Context: an optimization exercise on an open-source flow, tuned for small area, a short achievable clock period and few clock cycles. The choices shown serve that exercise and are no tape-out recipe. Only the layout flow was run in this run; the RTL was not checked for function there.

## design/flow/config.mk

```make
export PLATFORM = sky130hd
export DESIGN_NAME = block_extent_translation_cache
export DESIGN_NICKNAME = block_extent_translation_cache
export VERILOG_FILES = /design/flow/design.v
export SDC_FILE = /design/flow/constraint.sdc
export NUM_CORES = 4
export LEC_CHECK = 0
export CAP_MARGIN = 20
export CORE_MARGIN = 2
export CORE_UTILIZATION = 40
export SLEW_MARGIN = 20
```

## design/flow/run.sh

```bash
#!/bin/bash
# synth_recipe.tcl (not shown) runs the flow's synth.tcl, then flattens the netlist and writes it again
# the make line also repeats each setting of config.mk as NAME=value (left out here)
make -C /OpenROAD-flow-scripts/flow DESIGN_CONFIG=/design/flow/config.mk WORK_HOME=/design/flow/orfs CLKGATE_MAP_FILE= SYNTH_SCRIPT=/design/flow/synth_recipe.tcl finish
```

## design/flow/constraint.sdc

```tcl
create_clock -name core_clock -period 9.0 [get_ports {clk}]
set_input_delay 1.8000 -clock core_clock [delete_from_list [all_inputs] [get_ports {clk}]]
set_output_delay 1.8000 -clock core_clock [all_outputs]
set_load 0.01 [all_outputs]
```

## design/flow/design.v

```verilog
`timescale 1ns / 1ps
`default_nettype none
package betc_pkg;
  localparam int ENTRIES_DEFAULT = 8;
  localparam int BLK_W    = 64;
  localparam int LEN_W    = 16;
  localparam int MODE_W   = 2;
  localparam int STATUS_W = 3;
  localparam logic [MODE_W-1:0] MODE_LOOKUP = 2'd0;
  localparam logic [MODE_W-1:0] MODE_FILL   = 2'd1;
  localparam logic [MODE_W-1:0] MODE_TRUNC  = 2'd2;
  localparam logic [STATUS_W-1:0] STATUS_MISS      = 3'd0;
  localparam logic [STATUS_W-1:0] STATUS_HIT       = 3'd1;
  localparam logic [STATUS_W-1:0] STATUS_FILLED    = 3'd2;
  localparam logic [STATUS_W-1:0] STATUS_REJECTED  = 3'd3;
  localparam logic [STATUS_W-1:0] STATUS_TRUNCATED = 3'd4;
endpackage
`default_nettype wire
`timescale 1ns / 1ps
`default_nettype none
module betc_ram #(
  parameter int WIDTH = 32,
  parameter int DEPTH = 8
) (
  input  wire logic                     clk,
  input  wire logic [DEPTH-1:0]         wr_sel,
  input  wire logic [WIDTH-1:0]         wr_data,
  output logic      [DEPTH*WIDTH-1:0]   rd_data
);
  logic [WIDTH-1:0] mem [DEPTH];
  always_ff @(posedge clk) begin
    for (int i = 0; i < DEPTH; i++) begin
      if (wr_sel[i]) begin
        mem[i] <= wr_data;
      end
    end
  end
  always_comb begin
    for (int i = 0; i < DEPTH; i++) begin
      rd_data[i*WIDTH +: WIDTH] = mem[i];
    end
  end
endmodule
`default_nettype wire
`timescale 1ns / 1ps
`default_nettype none
import betc_pkg::*;
module block_extent_translation_cache #(
  parameter int ENTRIES = ENTRIES_DEFAULT
) (
  input  wire logic                clk,
  input  wire logic                rst,
  input  wire logic                in_valid,
  output logic                     in_stall,
  input  wire logic [MODE_W-1:0]   mode,
  input  wire logic [BLK_W-1:0]    block_index,
  input  wire logic                create,
  input  wire logic [BLK_W-1:0]    extent_start,
  input  wire logic [BLK_W-1:0]    extent_phys,
  input  wire logic [LEN_W-1:0]    extent_count,
  input  wire logic [BLK_W-1:0]    eof_block,
  output logic                     out_valid,
  input  wire logic                out_stall,
  output logic      [STATUS_W-1:0] status,
  output logic      [BLK_W-1:0]    phys_block
);
  localparam int N     = ENTRIES;
  localparam int HI_W  = BLK_W - LEN_W;
  localparam int END_W = LEN_W + 1;
  localparam int ENT_W = 2 * BLK_W + END_W + 1;
  function automatic logic covers(input logic [BLK_W-1:0] b,
                                  input logic [HI_W-1:0]  bm1_hi,
                                  input logic             bnz,
                                  input logic [BLK_W-1:0] start,
                                  input logic [END_W-1:0] lend);
    logic lo_lt;
    logic hi_eq;
    logic hi_p1;
    lo_lt  = (b[LEN_W-1:0] < start[LEN_W-1:0]);
    hi_eq  = (b[BLK_W-1:LEN_W] == start[BLK_W-1:LEN_W]);
    hi_p1  = bnz && (bm1_hi == start[BLK_W-1:LEN_W]);
    covers = lo_lt ? (hi_p1 && ({1'b1, b[LEN_W-1:0]} < lend))
                   : (hi_eq && ({1'b0, b[LEN_W-1:0]} < lend));
  endfunction
  logic stall;
  logic              v1;
  logic [MODE_W-1:0] m1;
  logic              cr1;
  logic [BLK_W-1:0]  x1;
  logic [BLK_W-1:0]  xs1;
  logic [BLK_W-1:0]  xp1;
  logic [LEN_W-1:0]  xc1;
  logic              v2;
  logic [MODE_W-1:0] m2;
  logic              cr2;
  logic [BLK_W-1:0]  x2;
  logic [BLK_W-1:0]  xs2;
  logic [BLK_W-1:0]  nd2;
  logic [END_W-1:0]  end2;
  logic              hole2;
  logic              ok2;      
  logic [N-1:0]      cov2;
  logic [N-1:0]      clr2;
  logic              covf2;    
  logic              clrf2;
  logic                v3;
  logic [STATUS_W-1:0] st3;
  logic                z3;     
  logic [BLK_W-1:0]    b3;
  logic [BLK_W-1:0]    nd3;
  logic [N-1:0]        pend3;  
  logic                v4;
  logic [STATUS_W-1:0] st4;
  logic [BLK_W-1:0]    ph4;
  logic [N-1:0]       valid;
  logic [N-1:0]       mru;       
  logic [N-1:0]       victim;    
  logic [N-1:0]       last_wr;   
  logic [N-1:0]       wr_sel;
  logic [ENT_W-1:0]   wr_data;
  logic [N*ENT_W-1:0] tbl;
  logic [BLK_W-1:0]   e_ls  [N];
  logic [BLK_W-1:0]   e_nd  [N];
  logic [END_W-1:0]   e_end [N];
  logic [N-1:0]       e_hole;
  logic [HI_W-1:0]  xm1_hi;
  logic             xnz;
  logic [N-1:0]     c_cov;
  logic [N-1:0]     c_clr;
  logic [END_W-1:0] c_end;
  logic             c_ok;
  logic             c_hole;
  logic [N-1:0]     cov;
  logic [N-1:0]     clr;
  logic             hit_mru;
  logic [N-1:0]     others;
  logic [N-1:0]     first;
  logic [N-1:0]     hit_oh;
  logic             hit;
  logic [BLK_W-1:0] nd_sel;
  logic             zero3;
  logic [N-1:0]     victim_eff;
  logic [N-1:0]     victim_adv;
  logic [N-1:0]     victim_next;
  logic [N-1:0]     mru_next;
  logic [N-1:0]     valid_next;
  betc_ram #(
    .WIDTH (ENT_W),
    .DEPTH (N)
  ) u_table (
    .clk     (clk),
    .wr_sel  (wr_sel),
    .wr_data (wr_data),
    .rd_data (tbl)
  );
  always_comb begin
    for (int i = 0; i < N; i++) begin
      {e_ls[i], e_nd[i], e_end[i], e_hole[i]} = tbl[i*ENT_W +: ENT_W];
    end
  end
  assign stall    = v4 && out_stall;
  assign in_stall = stall;
  always_comb begin
    xm1_hi = x1[BLK_W-1:LEN_W] - 1'b1;
    xnz    = (x1[BLK_W-1:LEN_W] != '0);
    for (int i = 0; i < N; i++) begin
      c_cov[i] = covers(x1, xm1_hi, xnz, e_ls[i], e_end[i]);
      c_clr[i] = (x1 <= e_ls[i]);
    end
    c_end  = {1'b0, xs1[LEN_W-1:0]} + {1'b0, xc1};
    c_hole = (xp1 == '0);
    c_ok   = covers(x1, xm1_hi, xnz, xs1, c_end);
    c_ok   = cr1 ? (!c_hole && c_ok) : (c_hole || c_ok);
  end
  always_comb begin
    zero3      = z3 || (b3 == nd3);
    victim_eff = (|pend3 && zero3) ? pend3 : victim;
    victim_adv = {victim_eff[N-2:0], victim_eff[N-1]};
    for (int i = 0; i < N; i++) begin
      cov[i] = valid[i] && (last_wr[i] ? covf2 : cov2[i]);
      clr[i] = last_wr[i] ? clrf2 : clr2[i];
    end
    hit_mru = |(cov & mru);
    others  = cov & ~mru;
    first   = others & (~others + 1'b1);
    hit_oh  = hit_mru ? mru : first;
    hit     = |cov;
    nd_sel  = '0;
    for (int i = 0; i < N; i++) begin
      nd_sel = nd_sel | (e_nd[i] & {BLK_W{hit_oh[i]}});
    end
    victim_next = victim_eff;
    mru_next    = mru;
    valid_next  = valid;
    wr_sel      = '0;
    if (v2) begin
      case (m2)
        MODE_LOOKUP: begin
          if (hit) begin
            mru_next = hit_oh;
            if (!hit_mru && |(first & victim_eff)) begin
              victim_next = victim_adv;
            end
          end
        end
        MODE_FILL: begin
          if (ok2) begin
            wr_sel      = victim_eff;
            valid_next  = valid | victim_eff;
            mru_next    = victim_eff;
            victim_next = victim_adv;
          end
        end
        MODE_TRUNC: begin
          valid_next = valid & ~clr;
        end
        default: ;
      endcase
    end
    if (stall) begin
      wr_sel = '0;
    end
    wr_data = {xs2, nd2, end2, hole2};
  end
  always_ff @(posedge clk) begin
    if (rst) begin
      v1      <= 1'b0;
      v2      <= 1'b0;
      v3      <= 1'b0;
      v4      <= 1'b0;
      valid   <= '0;
      mru     <= N'(1);
      victim  <= N'(1);
      last_wr <= '0;
      pend3   <= '0;
    end else if (!stall) begin
      v1      <= in_valid;
      v2      <= v1;
      v3      <= v2;
      v4      <= v3;
      valid   <= valid_next;
      mru     <= mru_next;
      victim  <= victim_next;
      last_wr <= wr_sel;
      pend3   <= (v2 && m2 == MODE_LOOKUP && cr2 && hit) ? hit_oh : '0;
    end
  end
  always_ff @(posedge clk) begin
    if (!stall) begin
      m1  <= mode;
      cr1 <= create;
      x1  <= (mode == MODE_TRUNC) ? eof_block : block_index;
      xs1 <= extent_start;
      xp1 <= extent_phys;
      xc1 <= extent_count;
      m2    <= m1;
      cr2   <= cr1;
      x2    <= x1;
      xs2   <= xs1;
      nd2   <= xs1 - xp1;
      end2  <= c_end;
      hole2 <= c_hole;
      ok2   <= c_ok;
      cov2  <= c_cov;
      clr2  <= c_clr;
      covf2 <= covers(x1, xm1_hi, xnz, xs2, end2);
      clrf2 <= (x1 <= xs2);
      case (m2)
        MODE_LOOKUP: begin
          st3 <= hit ? STATUS_HIT : STATUS_MISS;
          z3  <= !hit || |(hit_oh & e_hole);
        end
        MODE_FILL: begin
          st3 <= ok2 ? STATUS_FILLED : STATUS_REJECTED;
          z3  <= !ok2 || hole2;
        end
        MODE_TRUNC: begin
          st3 <= STATUS_TRUNCATED;
          z3  <= 1'b1;
        end
        default: begin
          st3 <= STATUS_MISS;
          z3  <= 1'b1;
        end
      endcase
      b3  <= x2;
      nd3 <= (m2 == MODE_FILL) ? nd2 : nd_sel;
      st4 <= st3;
      ph4 <= z3 ? '0 : (b3 - nd3);
    end
  end
  assign out_valid  = v4;
  assign status     = st4;
  assign phys_block = ph4;
endmodule
`default_nettype wire
```

==> run notes <==
[worst max-delay path, stage by stage, from the launching register on]
cell and delay [ns]:
edfxtp_1 0.73, nor4_1 0.51, nand4b_2 0.59, nor4_1 0.59
nand2_1 0.24, xor2_1 0.92, o2111ai_1 0.17, or4_1 0.65
a2111oi_2 0.47, nand4_1 0.28, a2111o_1 0.48, nand2_1 0.08
[synth_stat cells, types with 9 or more instances]
master,n
a21boi_0,9
dfxtp_1,44
edfxtp_1,1810
nand2_1,333
o21a_1,46
nor2_1,262
buf_2,11
a21o_1,279
or2_2,18
a21oi_1,491
nor3b_1,9
a222oi_1,65
a2111oi_0,25
or4_1,15
o21ai_0,224
a31oi_1,21
o31a_1,9
a221oi_1,73
or3_1,14
o2111ai_1,22
and2_1,9
ha_1,888
nand4_1,295
nand2b_1,87
and4_1,9
nand3_1,97
o31ai_1,14
mux2i_1,16
xor2_1,112
nor3_1,112
a22oi_1,18
mux2_2,75
nor4_1,97
o211ai_1,36
clkbuf_1,163
and3_1,26
inv_1,992
a211oi_1,42
xnor2_1,535
nor2b_1,107
o21ai_1,9
o21bai_1,27
nor4b_1,16
a211o_1,16
[final timing paths]
kind | startpoint | to
worst max-delay path | x1[21]$_DFFE_PN_ | cov2[4]$_DFFE_PN_
worst min-delay path | x2[11]$_DFFE_PN_ | b3[11]$_DFFE_PN_
worst max register to register | x1[21]$_DFFE_PN_ | cov2[4]$_DFFE_PN_
worst min register to register | x2[11]$_DFFE_PN_ | b3[11]$_DFFE_PN_
[final cells by class]
cell class | instances | share of cell area, %
multi-input combinational | 4689 | 32.73
inverter | 992 | 3.348
tap | 3167 | 3.559
sequential | 1854 | 49.60
clock inverter | 140 | 1.463
timing repair buffer | 532 | 4.456
clock buffer | 243 | 4.827
antenna | 7 | 0.01573
[per-stage QoR]
stage	hold slack, ns	setup WS, ns	instance area, um^2	util [%]
global route	0.4178	2.885	111300	46.77
finish	0.4157	3.111	111400	46.77
detailed placement	0.4045	3.185	104300	43.82
CTS	0.4080	3.233	111300	46.76
floorplan	0.4003	0.0008731	95880	-
global placement	0.4057	3.277	104300	43.81
[logic make-up (layout without fill, tap and decap cells)]
kind of cell,after synthesis,count (layout),share of synthesized area [%]
xor gates and xnor gates,659,659,6.161
AOI/OAI and AO/OA,1506,1506,10.37
other,0,7,0
muxes,91,91,1.048
DFF,1854,1854,57.62
and+or+nand+nor,1542,1542,8.523
buffers and inverters,1175,1907,4.623
adders and majority gates,891,891,11.65
[flip-flops by register name, indices dropped and copies added, names as in the netlist, 16 cells and up]
register / count
u_table.mem: 1168
x1: 64
xp1: 64
end2: 17
b3: 64
xc1: 16
xs2: 64
xs1: 64
ph4: 64
nd2: 64
x2: 64
nd3: 64
[per-layer routing]
metal | wire [um] | vias up | part of all wire, % | track usage, %
met5 | 65 | - | 0.019 | 0
met4 | 18500 | 10 | 5.3 | 13.48
met3 | 28070 | 602 | 8.0 | 5.121
met2 | 155500 | 2908 | 45 | 43.56
met1 | 146700 | 33410 | 42 | 38.35
li1 | - | 29730 | - | -
[report_power, final]
part           internal [mW]  switching, mW  total [mW]
combinational           1.19           1.88        3.07
sequential              10.0          0.514        10.6
clock                   5.02           3.71        8.74
total                   16.3           6.11        22.4
==> results.yml <==
timing:
  rsz0062_at_grt: "false"
  setup_viol: 0
  fin_tns_setup_ns: 0
  slew_violations: 0
  fin_crit_sh_pct: 65.43
  period_needed_ns: 5.889
  hold_viol_final: 0
  fmax_mhz: 169.8
  max_slew.worst_pin.slew_ns: 1.312
  relSlewSlack_pct: 11.64
  clock_skew_ns: 0.06407
cts:
  h-tree-depth: 4
  cts_buffers: 205
  path_clk_slew_ns: 0.07
  cts_tree: "built"
  cts_sinks: 1854
  cts_setup_buffers: 0
  cts_max_path_buffers: 3
  clk_latency_ns: 0.89
  holdBufCountCts: 0
  cts_root_buffer: "clkbuf_16"
  post_cts_resize_count: 0
synth:
  avgSynthCellArea_um2: 12.42
  syn_nets: 8888
  synth_seq_cells: 1854
  yosys_most_used_dff: "edfxtp_1"
  netlist_top_cells_area: "edfxtp_1 (57%), ha_1 (12%), xnor2_1 (4.9%)"
  syn_area_um2: 95860
  yosysUniqueCellTypes: 90
  yosysSeqAreaShare_pct: 57.62
  yosys.area.top_type: "edfxtp_1"
  ys_warn_count: 6
  synth.top_cell.area_share_pct: 56.70
  synth-async-reset-ratio_pct: 0
  synth-edff-count: 1810
  netlist_instances: 7718
min_path:
  holdPathStages: 0
  hold_class: "register to register"
power_and_ir_drop:
  p_leak_nw: 43.90
  ir_worst_vdd_mv: 0.2001
  p_per_area_nw_per_um2: 200.8
  fin_total_pwr_mw: 22.36
placement:
  post-place-cells: 11230
  gp_congestion: 1.045
  dp_hpwl_um: 255500
  portBuffers: 347
layout:
  final_nets: 9444
  fin_cells: 11620
  fill_cells: 21310
  seq_area_um2: 55230
  layout_commonest_cell: "edfxtp_1"
  final_cell_mix: "edfxtp_1 (1810), inv_1 (991), ha_1 (887)"
  syn2layout_area_growth_pct: 16.16
  multi_input_area_um2: 36440
  layout-drive-gt1-share_pct: 7.775
detailed_routing:
  first_iter_violations: 7890
  ant_nets: 0
  drt_pass1_iterations: 8
  viasPerCell: 5.735
  route.detailed.drc: 0
  wl_um: 348800
  post_drt_wl_per_cell_um: 30.00
  vias: 66660
setup_path:
  reg2regPathDepth: 11
  reg2reg_slack_ns: 3.11
  crit_required_ns: 9.74
  worst_setup_path_start_kind: "register"
  critical_path_arrival_ns: 6.63
  criticalPathCategory: "register to register"
  path_max_fanout: 15
  setup.worst_path.end_class: "register"
floorplanning:
  die_x_um: 493.5
  pin_count: 348
  std_cell_rows: 179
  die_h_um: 493.5
  start_util_pct: 40.26
  dieArea_um2: 243600
  design.core.area_um2: 238100
global_routing:
  overflow: 0
  antenna_found_initial: 32
  grt.total_usage_pct: 28.20
  grt_pass1_vias: 65200
  grt_pass1_wl_um: 488100
  grt_max_degree: 159
outcome:
  status: "complete, no violations"
run:
  maxCapViolCount: 0

-- what the ideal ports hide --
How much do the figures lean on ideal ports? The routed layout below was timed once more, with nothing changed but the port constraints. Step 1 (the two cells are an assumption about what drives the block):
set clk [get_ports {clk}]
set_driving_cell -lib_cell sky130_fd_sc_hd__clkbuf_16 $clk
set_driving_cell -lib_cell sky130_fd_sc_hd__buf_2 [delete_from_list [all_inputs] $clk]
Step 2 times the ports against the registers' clock, not the clock port: input delays grow and output delays shrink by t, the midpoint of the rising clock arrivals with the driver on. Three values: no drivers, after step 1, after step 2; two values: the first two.
t (ns): 0.954
slack for setup (ns): 3.111 / 3.111 / 3.111
hold slack, ns: 0.416 / 0.416 / 0.416
After both steps setup and hold are still met in this run. The setup slack of this run moves by 0.000 ns with the drivers and by 0.000 ns with both steps.
